What follows belongs to an exercise in optimizing a design on an open flow for a short achievable clock period and few clock cycles; a production flow would make more cautious choices. Function was checked by simulation only, so behaviour that the tests miss may differ from the original. Power figures rest on the tool's default switching activity, not on a simulated workload.

==> branch indigo <==
## rv_core
module rv_core (
    input  logic  i_clk,
    input  logic  i_rst_n,
    output rv_core_pkg::word_t o_im_addr,
    input  rv_core_pkg::word_t i_im_data,
    output rv_core_pkg::word_t o_dm_addr,
    output rv_core_pkg::word_t o_dm_wdata,
    output logic  o_dm_cs,
    output logic  o_dm_we,
    input  rv_core_pkg::word_t i_dm_rdata
);
==> flow/config.mk <==
export PLATFORM = sky130hd
export DESIGN_NAME = rv_core
export DESIGN_NICKNAME = rv_core
export VERILOG_FILES = /design/flow/design.v
export SDC_FILE = /design/flow/constraint.sdc
export NUM_CORES = 4
export LEC_CHECK = 0
export CAP_MARGIN = 20
export CELL_PAD_IN_SITES_DETAIL_PLACEMENT = 1
export CELL_PAD_IN_SITES_GLOBAL_PLACEMENT = 2
export CORE_MARGIN = 2
export CORE_UTILIZATION = 30
export PLACE_DENSITY = 0.45
export SETUP_SLACK_MARGIN = 4.5
export SLEW_MARGIN = 20
export SYNTH_HIERARCHICAL = 1
==> flow/constraint.sdc <==
create_clock -name core_clock -period 7.0 [get_ports {i_clk}]
set_input_delay 1.4000 -clock core_clock [delete_from_list [all_inputs] [get_ports {i_clk}]]
set_output_delay 1.4000 -clock core_clock [all_outputs]
set_load 0.01 [all_outputs]
run.sh (not shown) runs the stock make flow with config.mk's settings and CLKGATE_MAP_FILE= SYNTH_SCRIPT=/design/flow/synth_recipe.tcl, a recipe that flattens the netlist after the stock synthesis.
==> branch sierra: changes against branch indigo <==
--- a/flow/design.v
+++ b/flow/design.v
@@ -31,26 +31,33 @@
 `timescale 1ns/100ps
 `default_nettype none
 module alu_pg (
     input  logic m,       
     input  logic mn,      
+    input  logic ld,      
     input  logic ea,      
     input  logic eb,      
     input  logic fa,      
+    input  logic fa0,     
     input  logic fbp,     
+    input  logic fla,     
+    input  logic flb,     
     input  logic fbn,     
     input  logic fb0,     
+    input  logic inv,     
     output logic gn,      
     output logic tn,      
-    output logic p        
+    output logic p,       
+    output logic pv       
 );
     logic a, b;
-    assign a  = (fa & m) | (!fa & ea);
-    assign b  = (fbp & m) | (fbn & mn) | (fb0 & eb);
+    assign a  = (fa & m) | (fla & ld) | (fa0 & ea);
+    assign b  = (fbp & m) | (flb & ld) | (fbn & mn) | (fb0 & eb);
     assign gn = ~(a & b);
     assign tn = ~(a | b);
     assign p  = a ^ b;
+    assign pv = a ^ b ^ inv;
 endmodule
 module pfx_np (
     input  logic gn_hi, tn_hi, gn_lo, tn_lo,
     output logic g, t
 );
@@ -63,27 +70,31 @@
 );
     assign gn = ~(g_hi | (t_hi & g_lo));
     assign tn = ~(t_hi & t_lo);
 endmodule
 module alu_out (
-    input  logic p, c, gn, tn,
+    input  logic p, pv, c, gn, tn,
     input  logic sadd, sand, sor,
-    output logic r
+    output logic r,
+    output logic s        
 );
-    assign r = (sadd & (p ^ c)) | (sand & !gn) | (sor & !tn);
+    assign s  = p ^ c;
+    assign r  = (sadd & (pv ^ c)) | (sand & !gn) | (sor & !tn);
 endmodule
 module alu (
-    input  rv_core_pkg::word_t m, mn, ea, eb,
-    input  logic fa, fbp, fbn, fb0,
+    input  rv_core_pkg::word_t m, mn, ld, ea, eb,
+    input  logic fa, fa0, fbp, fla, flb, fbn, fb0,
     input  logic cin,
-    input  logic sadd, sand, sor,
-    output rv_core_pkg::word_t r
+    input  logic sadd, sinv, sand, sor,
+    output rv_core_pkg::word_t r,
+    output rv_core_pkg::word_t s      
 );
-    logic [31:0] gn0, tn0, p;
+    logic [31:0] gn0, tn0, p, pv;
     for (genvar i = 0; i < 32; i++) begin : g_pg
-        alu_pg u_pg (.m(m[i]), .mn(mn[i]), .ea(ea[i]), .eb(eb[i]), .fa(fa), .fbp(fbp),
-                     .fbn(fbn), .fb0(fb0), .gn(gn0[i]), .tn(tn0[i]), .p(p[i]));
+        alu_pg u_pg (.m(m[i]), .mn(mn[i]), .ld(ld[i]), .ea(ea[i]), .eb(eb[i]),
+                     .fa(fa), .fla(fla), .fa0(fa0), .fbp(fbp), .flb(flb), .fbn(fbn), .fb0(fb0),
+                     .inv(sinv), .gn(gn0[i]), .tn(tn0[i]), .p(p[i]), .pv(pv[i]));
     end
     logic [32:0] gn_1, tn_1;
     assign gn_1 = {gn0, !cin};
     assign tn_1 = {tn0, 1'b1};
     logic [32:0] g_2, t_2;
@@ -132,12 +143,13 @@
             pfx_np u (.gn_hi(gn_16[j]), .tn_hi(tn_16[j]), .gn_lo(gn_16[j-16]),
                       .tn_lo(tn_16[j-16]), .g(g_32[j]), .t(t_32[j]));
         end
     end
     for (genvar i = 0; i < 32; i++) begin : g_out
-        alu_out u_out (.p(p[i]), .c(g_32[i]), .gn(gn0[i]), .tn(tn0[i]),
-                       .sadd(sadd), .sand(sand), .sor(sor), .r(r[i]));
+        alu_out u_out (.p(p[i]), .pv(pv[i]), .c(g_32[i]), .gn(gn0[i]), .tn(tn0[i]),
+                       .sadd(sadd), .sand(sand), .sor(sor), .r(r[i]),
+                       .s(s[i]));
     end
 endmodule
 `default_nettype wire
 `timescale 1ns/100ps
 `default_nettype none
@@ -150,22 +162,24 @@
     output rv_core_pkg::word_t o_dm_wdata,
     output logic  o_dm_cs,
     output logic  o_dm_we,
     input  rv_core_pkg::word_t i_dm_rdata
 );
-    logic [31:2] pc;
+    logic [31:2] pc;                   
+    logic [31:2] pcn;                  
     logic [31:0] d_ins;
     logic [31:1] d_sel1, d_sel2;       
     logic        d_reg, d_imm, d_ld, d_st, d_wr, d_sub, d_and, d_or;
     logic        d_byp1, d_byp2;       
     logic        d_fwd1, d_fwd2;       
-    logic        stall;                
-    logic        early;                
     logic        e_wr, e_ld, e_st;
     logic [4:0]  e_rd;
     rv_core_pkg::word_t e_a, e_b, e_sd;
     logic        e_fa, e_fbp, e_fbn, e_fb0, e_fs, e_sub, e_and, e_or, e_add;
+    logic        e_fla, e_flb, e_fls;   
+    logic        e_fa0;
+    logic        e_inv;                
     logic        m_wr, m_ld, m_st;
     logic [31:1] m_wsel;
     rv_core_pkg::word_t m_res, m_resn, m_sd;
     rv_core_pkg::word_t a_q;
     logic        cs_q;
@@ -173,11 +187,11 @@
     assign o_im_addr = {pc, 2'b00};
     logic [6:0] f_opc;
     logic [2:0] f_f3;
     logic [4:0] f_rs1, f_rs2, f_rd;
     logic       f_reg, f_imm, f_ld, f_st, f_use1, f_use2;
-    logic       f_m1, f_m2, f_e1, f_e2, f_early;
+    logic       f_m1, f_m2, f_e1, f_e2;
     assign f_opc = i_im_data[6:0];
     assign f_f3  = i_im_data[14:12];
     assign f_rd  = i_im_data[11:7];
     assign f_rs1 = i_im_data[19:15];
     assign f_rs2 = i_im_data[24:20];
@@ -192,59 +206,47 @@
     assign f_use2 = f_reg || f_st;
     assign f_e1 = d_wr && (d_ins[11:7] == f_rs1);
     assign f_e2 = d_wr && (d_ins[11:7] == f_rs2);
     assign f_m1 = e_wr && (e_rd == f_rs1);
     assign f_m2 = e_wr && (e_rd == f_rs2);
-    assign f_early = !stall && f_ld && (f_rs1 == 5'd0) && !d_st && !e_ld && !e_st;
     always_ff @(posedge i_clk or negedge i_rst_n) begin
         if (!i_rst_n) begin
             pc     <= '0;
+            pcn    <= 30'd1;
             d_reg  <= 1'b0;
             d_imm  <= 1'b0;
             d_ld   <= 1'b0;
             d_st   <= 1'b0;
             d_wr   <= 1'b0;
             d_byp1 <= 1'b0;
             d_byp2 <= 1'b0;
             d_fwd1 <= 1'b0;
             d_fwd2 <= 1'b0;
-            stall  <= 1'b0;
-            early  <= 1'b0;
-        end else if (stall) begin
-            d_byp1 <= d_fwd1;
-            d_byp2 <= d_fwd2;
-            d_fwd1 <= 1'b0;
-            d_fwd2 <= 1'b0;
-            stall  <= 1'b0;
-            early  <= 1'b0;
         end else begin
-            pc     <= pc + 30'd1;
+            pc     <= pcn;
+            pcn    <= pcn + 30'd1;
             d_reg  <= f_reg;
             d_imm  <= f_imm;
-            d_ld   <= f_ld && !f_early;
-            early  <= f_early;
+            d_ld   <= f_ld;
             d_st   <= f_st;
             d_wr   <= (f_reg || f_imm || f_ld) && (f_rd != 5'd0);
             d_byp1 <= f_m1 && f_use1;
             d_byp2 <= f_m2 && f_use2;
             d_fwd1 <= f_e1 && f_use1;
             d_fwd2 <= f_e2 && f_use2;
-            stall  <= d_ld && ((f_e1 && f_use1) || (f_e2 && f_use2));
         end
     end
     always_ff @(posedge i_clk) begin
-        if (!stall) begin
-            d_ins <= i_im_data;
-            d_sub <= (f_opc == rv_core_pkg::OP_REG) && (f_f3 == rv_core_pkg::FUNCT3_ADD) &&
-                     (i_im_data[31:25] == rv_core_pkg::FUNCT7_SUB);
-            d_and <= (f_opc == rv_core_pkg::OP_REG || f_opc == rv_core_pkg::OP_IMM) &&
-                     (f_f3 == rv_core_pkg::FUNCT3_AND);
-            d_or  <= (f_opc == rv_core_pkg::OP_REG) && (f_f3 == rv_core_pkg::FUNCT3_OR);
-            for (int i = 1; i < 32; i++) begin
-                d_sel1[i] <= (f_rs1 == 5'(i));
-                d_sel2[i] <= (f_rs2 == 5'(i));
-            end
+        d_ins <= i_im_data;
+        d_sub <= (f_opc == rv_core_pkg::OP_REG) && (f_f3 == rv_core_pkg::FUNCT3_ADD) &&
+                 (i_im_data[31:25] == rv_core_pkg::FUNCT7_SUB);
+        d_and <= (f_opc == rv_core_pkg::OP_REG || f_opc == rv_core_pkg::OP_IMM) &&
+                 (f_f3 == rv_core_pkg::FUNCT3_AND);
+        d_or  <= (f_opc == rv_core_pkg::OP_REG) && (f_f3 == rv_core_pkg::FUNCT3_OR);
+        for (int i = 1; i < 32; i++) begin
+            d_sel1[i] <= (f_rs1 == 5'(i));
+            d_sel2[i] <= (f_rs2 == 5'(i));
         end
     end
     rv_core_pkg::word_t rf1, rf2, m_val, d_a, d_b, imm;
     always_comb begin
         rf1 = '0;
@@ -253,56 +255,69 @@
             rf1 = rf1 | ({32{d_sel1[i]}} & rf[i]);
             rf2 = rf2 | ({32{d_sel2[i]}} & rf[i]);
         end
     end
     assign m_val = m_ld ? i_dm_rdata : m_res;
-    assign d_a = early ? i_dm_rdata : (d_byp1 ? m_val : rf1);
+    assign d_a = d_byp1 ? m_val : rf1;
     assign d_b = d_byp2 ? m_val : rf2;
+    logic d_lsub;
+    assign d_lsub = d_fwd2 && d_sub && e_ld;
     assign imm = d_st ? {{20{d_ins[31]}}, d_ins[31:25], d_ins[11:7]}
                       : {{20{d_ins[31]}}, d_ins[31:20]};
     always_ff @(posedge i_clk or negedge i_rst_n) begin
         if (!i_rst_n) begin
             e_wr <= 1'b0;
             e_ld <= 1'b0;
             e_st <= 1'b0;
         end else begin
-            e_wr <= d_wr && !stall;
-            e_ld <= d_ld && !stall;
-            e_st <= d_st && !stall;
+            e_wr <= d_wr;
+            e_ld <= d_ld;
+            e_st <= d_st;
         end
     end
     always_ff @(posedge i_clk) begin
         e_rd  <= d_ins[11:7];
-        e_a   <= d_a;
-        e_b   <= d_reg ? (d_sub ? ~d_b : d_b) : (early ? '0 : imm);
+        e_a   <= d_lsub ? ~d_a : d_a;
+        e_b   <= d_reg ? (d_sub ? ~d_b : d_b) : imm;
         e_sd  <= d_b;
-        e_fa  <= d_fwd1;
-        e_fbp <= d_fwd2 && d_reg && !d_sub;
-        e_fbn <= d_fwd2 && d_sub;
-        e_fs  <= d_fwd2;
+        e_fa  <= d_fwd1 && !e_ld;
+        e_fla <= d_fwd1 && e_ld;
+        e_fa0 <= !d_fwd1;
+        e_fbp <= d_fwd2 && d_reg && !d_sub && !e_ld;
+        e_flb <= d_fwd2 && d_reg && e_ld;
+        e_fbn <= d_fwd2 && d_sub && !e_ld;
+        e_fs  <= d_fwd2 && !e_ld;
+        e_fls <= d_fwd2 && e_ld;
         e_fb0 <= !(d_fwd2 && d_reg);
-        e_add <= !d_and && !d_or;
-        e_sub <= d_sub;
+        e_add <= !d_and && !d_or && !(d_lsub && d_fwd1);
+        e_sub <= d_sub && !d_lsub;
+        e_inv <= d_lsub && !d_fwd1;
         e_and <= d_and;
         e_or  <= d_or;
     end
-    rv_core_pkg::word_t x_res, x_sd;
-    assign x_sd = e_fs ? m_res : e_sd;
+    rv_core_pkg::word_t x_res, x_sum, x_sd;
+    assign x_sd = e_fs ? m_res : (e_fls ? i_dm_rdata : e_sd);
     alu u_alu (
         .m    (m_res),
         .mn   (m_resn),
+        .ld   (i_dm_rdata),
         .ea   (e_a),
         .eb   (e_b),
         .fa   (e_fa),
+        .fa0  (e_fa0),
         .fbp  (e_fbp),
+        .fla  (e_fla),
+        .flb  (e_flb),
         .fbn  (e_fbn),
         .fb0  (e_fb0),
         .cin  (e_sub),
         .sadd (e_add),
+        .sinv (e_inv),
         .sand (e_and),
         .sor  (e_or),
-        .r    (x_res)
+        .r    (x_res),
+        .s    (x_sum)
     );
     always_ff @(posedge i_clk or negedge i_rst_n) begin
         if (!i_rst_n) begin
             m_wr <= 1'b0;
             m_ld <= 1'b0;
@@ -310,18 +325,18 @@
             cs_q <= 1'b0;
         end else begin
             m_wr <= e_wr;
             m_ld <= e_ld;
             m_st <= e_st;
-            cs_q <= f_early || e_ld || e_st;
+            cs_q <= e_ld || e_st;
         end
     end
     always_ff @(posedge i_clk) begin
         m_res  <= x_res;
         m_resn <= ~x_res;
         m_sd   <= x_sd;
-        a_q    <= f_early ? {{20{i_im_data[31]}}, i_im_data[31:20]} : x_res;
+        a_q    <= x_sum;
         for (int i = 1; i < 32; i++) m_wsel[i] <= (e_rd == 5'(i));
     end
     always_ff @(posedge i_clk or negedge i_rst_n) begin
         if (!i_rst_n) begin
             for (int i = 1; i < 32; i++) rf[i] <= '0;
==> flow/flow/run.sh (new file) <==
#!/bin/bash
set -euo pipefail
bash standard.sh ADDER_MAP_FILE= "BUFFER_PORTS_ARGS=-buffer_cell sky130_fd_sc_hd__buf_4" finish > flow_make.log 2>&1
==> flow/standard.sh (new file) <==
#!/bin/bash
# synth_recipe.tcl (not shown) runs the flow's synth.tcl, then flattens the netlist and writes it again
# the make line also repeats each setting of config.mk as NAME=value (left out here)
make -C /OpenROAD-flow-scripts/flow DESIGN_CONFIG=/design/flow/config.mk WORK_HOME=/design/flow/orfs CLKGATE_MAP_FILE= SYNTH_SCRIPT=/design/flow/synth_recipe.tcl "${@:-finish}"
==> flow/config.mk (replaced) <==
export PLATFORM = sky130hd
export DESIGN_NAME = rv_core
export DESIGN_NICKNAME = rv_core
export VERILOG_FILES = /design/flow/design.v
export SDC_FILE = /design/flow/constraint.sdc
export NUM_CORES = 4
export LEC_CHECK = 0
export CAP_MARGIN = 20
export CORE_MARGIN = 2
export CORE_UTILIZATION = 30
export PLACE_DENSITY = 0.5
export SETUP_SLACK_MARGIN = 4.5
export SLEW_MARGIN = 20
export SYNTH_HIERARCHICAL = 1
removed: flow/run.sh
==> branch quartz: changes against branch indigo <==
--- a/flow/design.v
+++ b/flow/design.v
@@ -31,23 +31,26 @@
 `timescale 1ns/100ps
 `default_nettype none
 module alu_pg (
     input  logic m,       
     input  logic mn,      
+    input  logic ld,      
     input  logic ea,      
     input  logic eb,      
     input  logic fa,      
     input  logic fbp,     
+    input  logic fla,     
+    input  logic flb,     
     input  logic fbn,     
     input  logic fb0,     
     output logic gn,      
     output logic tn,      
     output logic p        
 );
     logic a, b;
-    assign a  = (fa & m) | (!fa & ea);
-    assign b  = (fbp & m) | (fbn & mn) | (fb0 & eb);
+    assign a  = (fa & m) | (fla & ld) | (!fa & !fla & ea);
+    assign b  = (fbp & m) | (flb & ld) | (fbn & mn) | (fb0 & eb);
     assign gn = ~(a & b);
     assign tn = ~(a | b);
     assign p  = a ^ b;
 endmodule
 module pfx_np (
@@ -65,24 +68,28 @@
     assign tn = ~(t_hi & t_lo);
 endmodule
 module alu_out (
     input  logic p, c, gn, tn,
     input  logic sadd, sand, sor,
-    output logic r
+    output logic r,
+    output logic s        
 );
-    assign r = (sadd & (p ^ c)) | (sand & !gn) | (sor & !tn);
+    assign s = p ^ c;
+    assign r = (sadd & s) | (sand & !gn) | (sor & !tn);
 endmodule
 module alu (
-    input  rv_core_pkg::word_t m, mn, ea, eb,
-    input  logic fa, fbp, fbn, fb0,
+    input  rv_core_pkg::word_t m, mn, ld, ea, eb,
+    input  logic fa, fbp, fla, flb, fbn, fb0,
     input  logic cin,
     input  logic sadd, sand, sor,
-    output rv_core_pkg::word_t r
+    output rv_core_pkg::word_t r,
+    output rv_core_pkg::word_t s      
 );
     logic [31:0] gn0, tn0, p;
     for (genvar i = 0; i < 32; i++) begin : g_pg
-        alu_pg u_pg (.m(m[i]), .mn(mn[i]), .ea(ea[i]), .eb(eb[i]), .fa(fa), .fbp(fbp),
+        alu_pg u_pg (.m(m[i]), .mn(mn[i]), .ld(ld[i]), .ea(ea[i]), .eb(eb[i]), .fa(fa),
+                     .fbp(fbp), .fla(fla), .flb(flb),
                      .fbn(fbn), .fb0(fb0), .gn(gn0[i]), .tn(tn0[i]), .p(p[i]));
     end
     logic [32:0] gn_1, tn_1;
     assign gn_1 = {gn0, !cin};
     assign tn_1 = {tn0, 1'b1};
@@ -133,11 +140,11 @@
                       .tn_lo(tn_16[j-16]), .g(g_32[j]), .t(t_32[j]));
         end
     end
     for (genvar i = 0; i < 32; i++) begin : g_out
         alu_out u_out (.p(p[i]), .c(g_32[i]), .gn(gn0[i]), .tn(tn0[i]),
-                       .sadd(sadd), .sand(sand), .sor(sor), .r(r[i]));
+                       .sadd(sadd), .sand(sand), .sor(sor), .r(r[i]), .s(s[i]));
     end
 endmodule
 `default_nettype wire
 `timescale 1ns/100ps
 `default_nettype none
@@ -150,22 +157,23 @@
     output rv_core_pkg::word_t o_dm_wdata,
     output logic  o_dm_cs,
     output logic  o_dm_we,
     input  rv_core_pkg::word_t i_dm_rdata
 );
-    logic [31:2] pc;
+    logic [31:2] pc;                   
+    logic [31:2] pcn;                  
     logic [31:0] d_ins;
     logic [31:1] d_sel1, d_sel2;       
     logic        d_reg, d_imm, d_ld, d_st, d_wr, d_sub, d_and, d_or;
     logic        d_byp1, d_byp2;       
     logic        d_fwd1, d_fwd2;       
     logic        stall;                
-    logic        early;                
     logic        e_wr, e_ld, e_st;
     logic [4:0]  e_rd;
     rv_core_pkg::word_t e_a, e_b, e_sd;
     logic        e_fa, e_fbp, e_fbn, e_fb0, e_fs, e_sub, e_and, e_or, e_add;
+    logic        e_fla, e_flb, e_fls;   
     logic        m_wr, m_ld, m_st;
     logic [31:1] m_wsel;
     rv_core_pkg::word_t m_res, m_resn, m_sd;
     rv_core_pkg::word_t a_q;
     logic        cs_q;
@@ -173,11 +181,11 @@
     assign o_im_addr = {pc, 2'b00};
     logic [6:0] f_opc;
     logic [2:0] f_f3;
     logic [4:0] f_rs1, f_rs2, f_rd;
     logic       f_reg, f_imm, f_ld, f_st, f_use1, f_use2;
-    logic       f_m1, f_m2, f_e1, f_e2, f_early;
+    logic       f_m1, f_m2, f_e1, f_e2;
     assign f_opc = i_im_data[6:0];
     assign f_f3  = i_im_data[14:12];
     assign f_rd  = i_im_data[11:7];
     assign f_rs1 = i_im_data[19:15];
     assign f_rs2 = i_im_data[24:20];
@@ -192,45 +200,45 @@
     assign f_use2 = f_reg || f_st;
     assign f_e1 = d_wr && (d_ins[11:7] == f_rs1);
     assign f_e2 = d_wr && (d_ins[11:7] == f_rs2);
     assign f_m1 = e_wr && (e_rd == f_rs1);
     assign f_m2 = e_wr && (e_rd == f_rs2);
-    assign f_early = !stall && f_ld && (f_rs1 == 5'd0) && !d_st && !e_ld && !e_st;
     always_ff @(posedge i_clk or negedge i_rst_n) begin
         if (!i_rst_n) begin
             pc     <= '0;
+            pcn    <= 30'd1;
             d_reg  <= 1'b0;
             d_imm  <= 1'b0;
             d_ld   <= 1'b0;
             d_st   <= 1'b0;
             d_wr   <= 1'b0;
             d_byp1 <= 1'b0;
             d_byp2 <= 1'b0;
             d_fwd1 <= 1'b0;
             d_fwd2 <= 1'b0;
             stall  <= 1'b0;
-            early  <= 1'b0;
         end else if (stall) begin
             d_byp1 <= d_fwd1;
             d_byp2 <= d_fwd2;
             d_fwd1 <= 1'b0;
             d_fwd2 <= 1'b0;
             stall  <= 1'b0;
-            early  <= 1'b0;
         end else begin
-            pc     <= pc + 30'd1;
+            pc     <= pcn;
+            pcn    <= pcn + 30'd1;
             d_reg  <= f_reg;
             d_imm  <= f_imm;
-            d_ld   <= f_ld && !f_early;
-            early  <= f_early;
+            d_ld   <= f_ld;
             d_st   <= f_st;
             d_wr   <= (f_reg || f_imm || f_ld) && (f_rd != 5'd0);
             d_byp1 <= f_m1 && f_use1;
             d_byp2 <= f_m2 && f_use2;
             d_fwd1 <= f_e1 && f_use1;
             d_fwd2 <= f_e2 && f_use2;
-            stall  <= d_ld && ((f_e1 && f_use1) || (f_e2 && f_use2));
+            stall  <= d_ld && f_e2 && (f_opc == rv_core_pkg::OP_REG) &&
+                      (f_f3 == rv_core_pkg::FUNCT3_ADD) &&
+                      (i_im_data[31:25] == rv_core_pkg::FUNCT7_SUB);
         end
     end
     always_ff @(posedge i_clk) begin
         if (!stall) begin
             d_ins <= i_im_data;
@@ -253,11 +261,11 @@
             rf1 = rf1 | ({32{d_sel1[i]}} & rf[i]);
             rf2 = rf2 | ({32{d_sel2[i]}} & rf[i]);
         end
     end
     assign m_val = m_ld ? i_dm_rdata : m_res;
-    assign d_a = early ? i_dm_rdata : (d_byp1 ? m_val : rf1);
+    assign d_a = d_byp1 ? m_val : rf1;
     assign d_b = d_byp2 ? m_val : rf2;
     assign imm = d_st ? {{20{d_ins[31]}}, d_ins[31:25], d_ins[11:7]}
                       : {{20{d_ins[31]}}, d_ins[31:20]};
     always_ff @(posedge i_clk or negedge i_rst_n) begin
         if (!i_rst_n) begin
@@ -271,38 +279,45 @@
         end
     end
     always_ff @(posedge i_clk) begin
         e_rd  <= d_ins[11:7];
         e_a   <= d_a;
-        e_b   <= d_reg ? (d_sub ? ~d_b : d_b) : (early ? '0 : imm);
+        e_b   <= d_reg ? (d_sub ? ~d_b : d_b) : imm;
         e_sd  <= d_b;
-        e_fa  <= d_fwd1;
-        e_fbp <= d_fwd2 && d_reg && !d_sub;
+        e_fa  <= d_fwd1 && !e_ld;
+        e_fla <= d_fwd1 && e_ld;
+        e_fbp <= d_fwd2 && d_reg && !d_sub && !e_ld;
+        e_flb <= d_fwd2 && d_reg && !d_sub && e_ld;
         e_fbn <= d_fwd2 && d_sub;
-        e_fs  <= d_fwd2;
+        e_fs  <= d_fwd2 && !e_ld;
+        e_fls <= d_fwd2 && e_ld;
         e_fb0 <= !(d_fwd2 && d_reg);
         e_add <= !d_and && !d_or;
         e_sub <= d_sub;
         e_and <= d_and;
         e_or  <= d_or;
     end
-    rv_core_pkg::word_t x_res, x_sd;
-    assign x_sd = e_fs ? m_res : e_sd;
+    rv_core_pkg::word_t x_res, x_sum, x_sd;
+    assign x_sd = e_fs ? m_res : (e_fls ? i_dm_rdata : e_sd);
     alu u_alu (
         .m    (m_res),
         .mn   (m_resn),
+        .ld   (i_dm_rdata),
         .ea   (e_a),
         .eb   (e_b),
         .fa   (e_fa),
         .fbp  (e_fbp),
+        .fla  (e_fla),
+        .flb  (e_flb),
         .fbn  (e_fbn),
         .fb0  (e_fb0),
         .cin  (e_sub),
         .sadd (e_add),
         .sand (e_and),
         .sor  (e_or),
-        .r    (x_res)
+        .r    (x_res),
+        .s    (x_sum)
     );
     always_ff @(posedge i_clk or negedge i_rst_n) begin
         if (!i_rst_n) begin
             m_wr <= 1'b0;
             m_ld <= 1'b0;
@@ -310,18 +325,18 @@
             cs_q <= 1'b0;
         end else begin
             m_wr <= e_wr;
             m_ld <= e_ld;
             m_st <= e_st;
-            cs_q <= f_early || e_ld || e_st;
+            cs_q <= e_ld || e_st;
         end
     end
     always_ff @(posedge i_clk) begin
         m_res  <= x_res;
         m_resn <= ~x_res;
         m_sd   <= x_sd;
-        a_q    <= f_early ? {{20{i_im_data[31]}}, i_im_data[31:20]} : x_res;
+        a_q    <= x_sum;
         for (int i = 1; i < 32; i++) m_wsel[i] <= (e_rd == 5'(i));
     end
     always_ff @(posedge i_clk or negedge i_rst_n) begin
         if (!i_rst_n) begin
             for (int i = 1; i < 32; i++) rf[i] <= '0;
==> summary.txt <==
----------------------------------------------------
[Power]
  Switching share of power ... 0.320
  Proportion of power drawn by flip-flops and latches ... 0.411
  Power in combinational cells ... 4.62 mW

[Hold path]
  HP Start ... d_ld

[Routing]
  Routed metal-1 wirelength ... 131000 microns
  Total wirelength of the detailed-routed design ... 341000 microns

[Cells and area]
  Inverters excl. clock ... 83
  Nets@finish ... 6766
  Footprint of the flip-flops and latches ... 34100 sq um
  Clock-cell share of area ... 0.0682

[Critical path]
  FF-to-FF path depth ... 11
  Buf+Inv Stages, Crit Path ... 1
  Startpoint-to-endpoint class of the critical path ... flop to output port

[Yosys]
  Combined area of all synthesized cells ... 64100 sq um

[Timing]
  Worst slew margin relative to its limit ... 0.201
  Final clock period utilization by the worst path ... 0.401
  Achievable clock frequency ... 357 MHz

[Outcome]
  Result of the run ... timing/DRC/antenna clean

[Die]
  Die width ... 466 microns

[Place]
  Post-DP HPWL ... 191000 microns

----------------------------------------------------
[end of results for branch sierra]
==> summary.txt <==
----------------------------------------------------
[Routing]
  Via Count ... 60400
  Routed metal-1 wirelength ... 179000 microns
  Total wirelength of the detailed-routed design ... 405000 microns

[Global route]
  Largest net degree at the start of global routing ... 130
  GR Util met1 ... 0.512
  Vias in the first global route ... 59800

[Power]
  Power spent charging and discharging nets ... 7.80 mW
  Proportion of power drawn by flip-flops and latches ... 0.398
  Internal Dissipation ... 15.8 mW
  Switching share of power ... 0.330
  Power in combinational cells ... 4.80 mW

[Timing]
  Worst slew margin relative to its limit ... 0.237
  Final clock period utilization by the worst path ... 0.422

[Cells and area]
  Inverters excl. clock ... 115
  Register name with the most flops ... rf
  Footprint of the flip-flops and latches ... 34700 sq um

[Yosys]
  Combined area of all synthesized cells ... 64800 sq um

[Die]
  Die width ... 469 microns

[Critical path]
  FF-to-FF path depth ... 13
  Startpoint-to-endpoint class of the critical path ... primary input to flop

[Place]
  Post-DP HPWL ... 230000 microns

[Outcome]
  Result of the run ... timing/DRC/antenna clean

----------------------------------------------------
[end of results for branch quartz]
==> summary.txt <==
----------------------------------------------------
[Outcome]
  Result of the run ... timing/DRC/antenna clean

[Critical path]
  Startpoint-to-endpoint class of the critical path ... flop to flop
  FF-to-FF path depth ... 14

[Place]
  Post-DP HPWL ... 236000 microns

[Yosys]
  Combined area of all synthesized cells ... 63100 sq um

[Routing]
  Routed metal-1 wirelength ... 170000 microns

[Timing]
  Worst slew margin relative to its limit ... 0.237
  Achievable clock frequency ... 329 MHz

[Power]
  Proportion of power drawn by flip-flops and latches ... 0.406

[Die]
  Die width ... 463 microns

[Hold path]
  HP Start ... e_wr

----------------------------------------------------
[end of results for branch indigo]
Testbench counts of branch indigo, summed over its fixed seeds: cycles 6,103.
Testbench counts of branch sierra, summed over its fixed seeds: cycles 5,824.
Testbench counts of branch quartz, summed over its fixed seeds: cycles 5,862.

separate check: timing with driven ports:
In the flow no input, the clock included, has a driving cell. The finished layouts below were timed again as built, in two steps.
Step 1 (the two cells are an assumption about what drives the block):
set clk [get_ports {i_clk}]
set_driving_cell -lib_cell sky130_fd_sc_hd__clkbuf_16 $clk
set_driving_cell -lib_cell sky130_fd_sc_hd__buf_2 [delete_from_list [all_inputs] $clk]
Step 2 also shifts input and output timing later by t, the mid clock arrival at the registers, as if the neighbouring blocks saw the same clock.
Three values: ideal ports, drivers, drivers and shift; two values: the first two.
| run | t (ns) | setup slack, ns | worst setup path after step 2 | pins driven straight from the clock port |
|---|---|---|---|---|
| branch indigo | 0.925 | 3.961 / 3.961 / 3.576 | input to register | 1 |
| branch sierra | 0.928 | 4.195 / 4.097 / 3.412 | input to register | 1 |
| branch quartz | 0.929 | 4.047 / 4.065 / 3.181 | input to register | 1 |
After both steps every run listed still meets setup and hold. For branch quartz, which loses most, drivers alone change the setup slack by +0.018 ns; drivers and shift together by -0.866 ns.
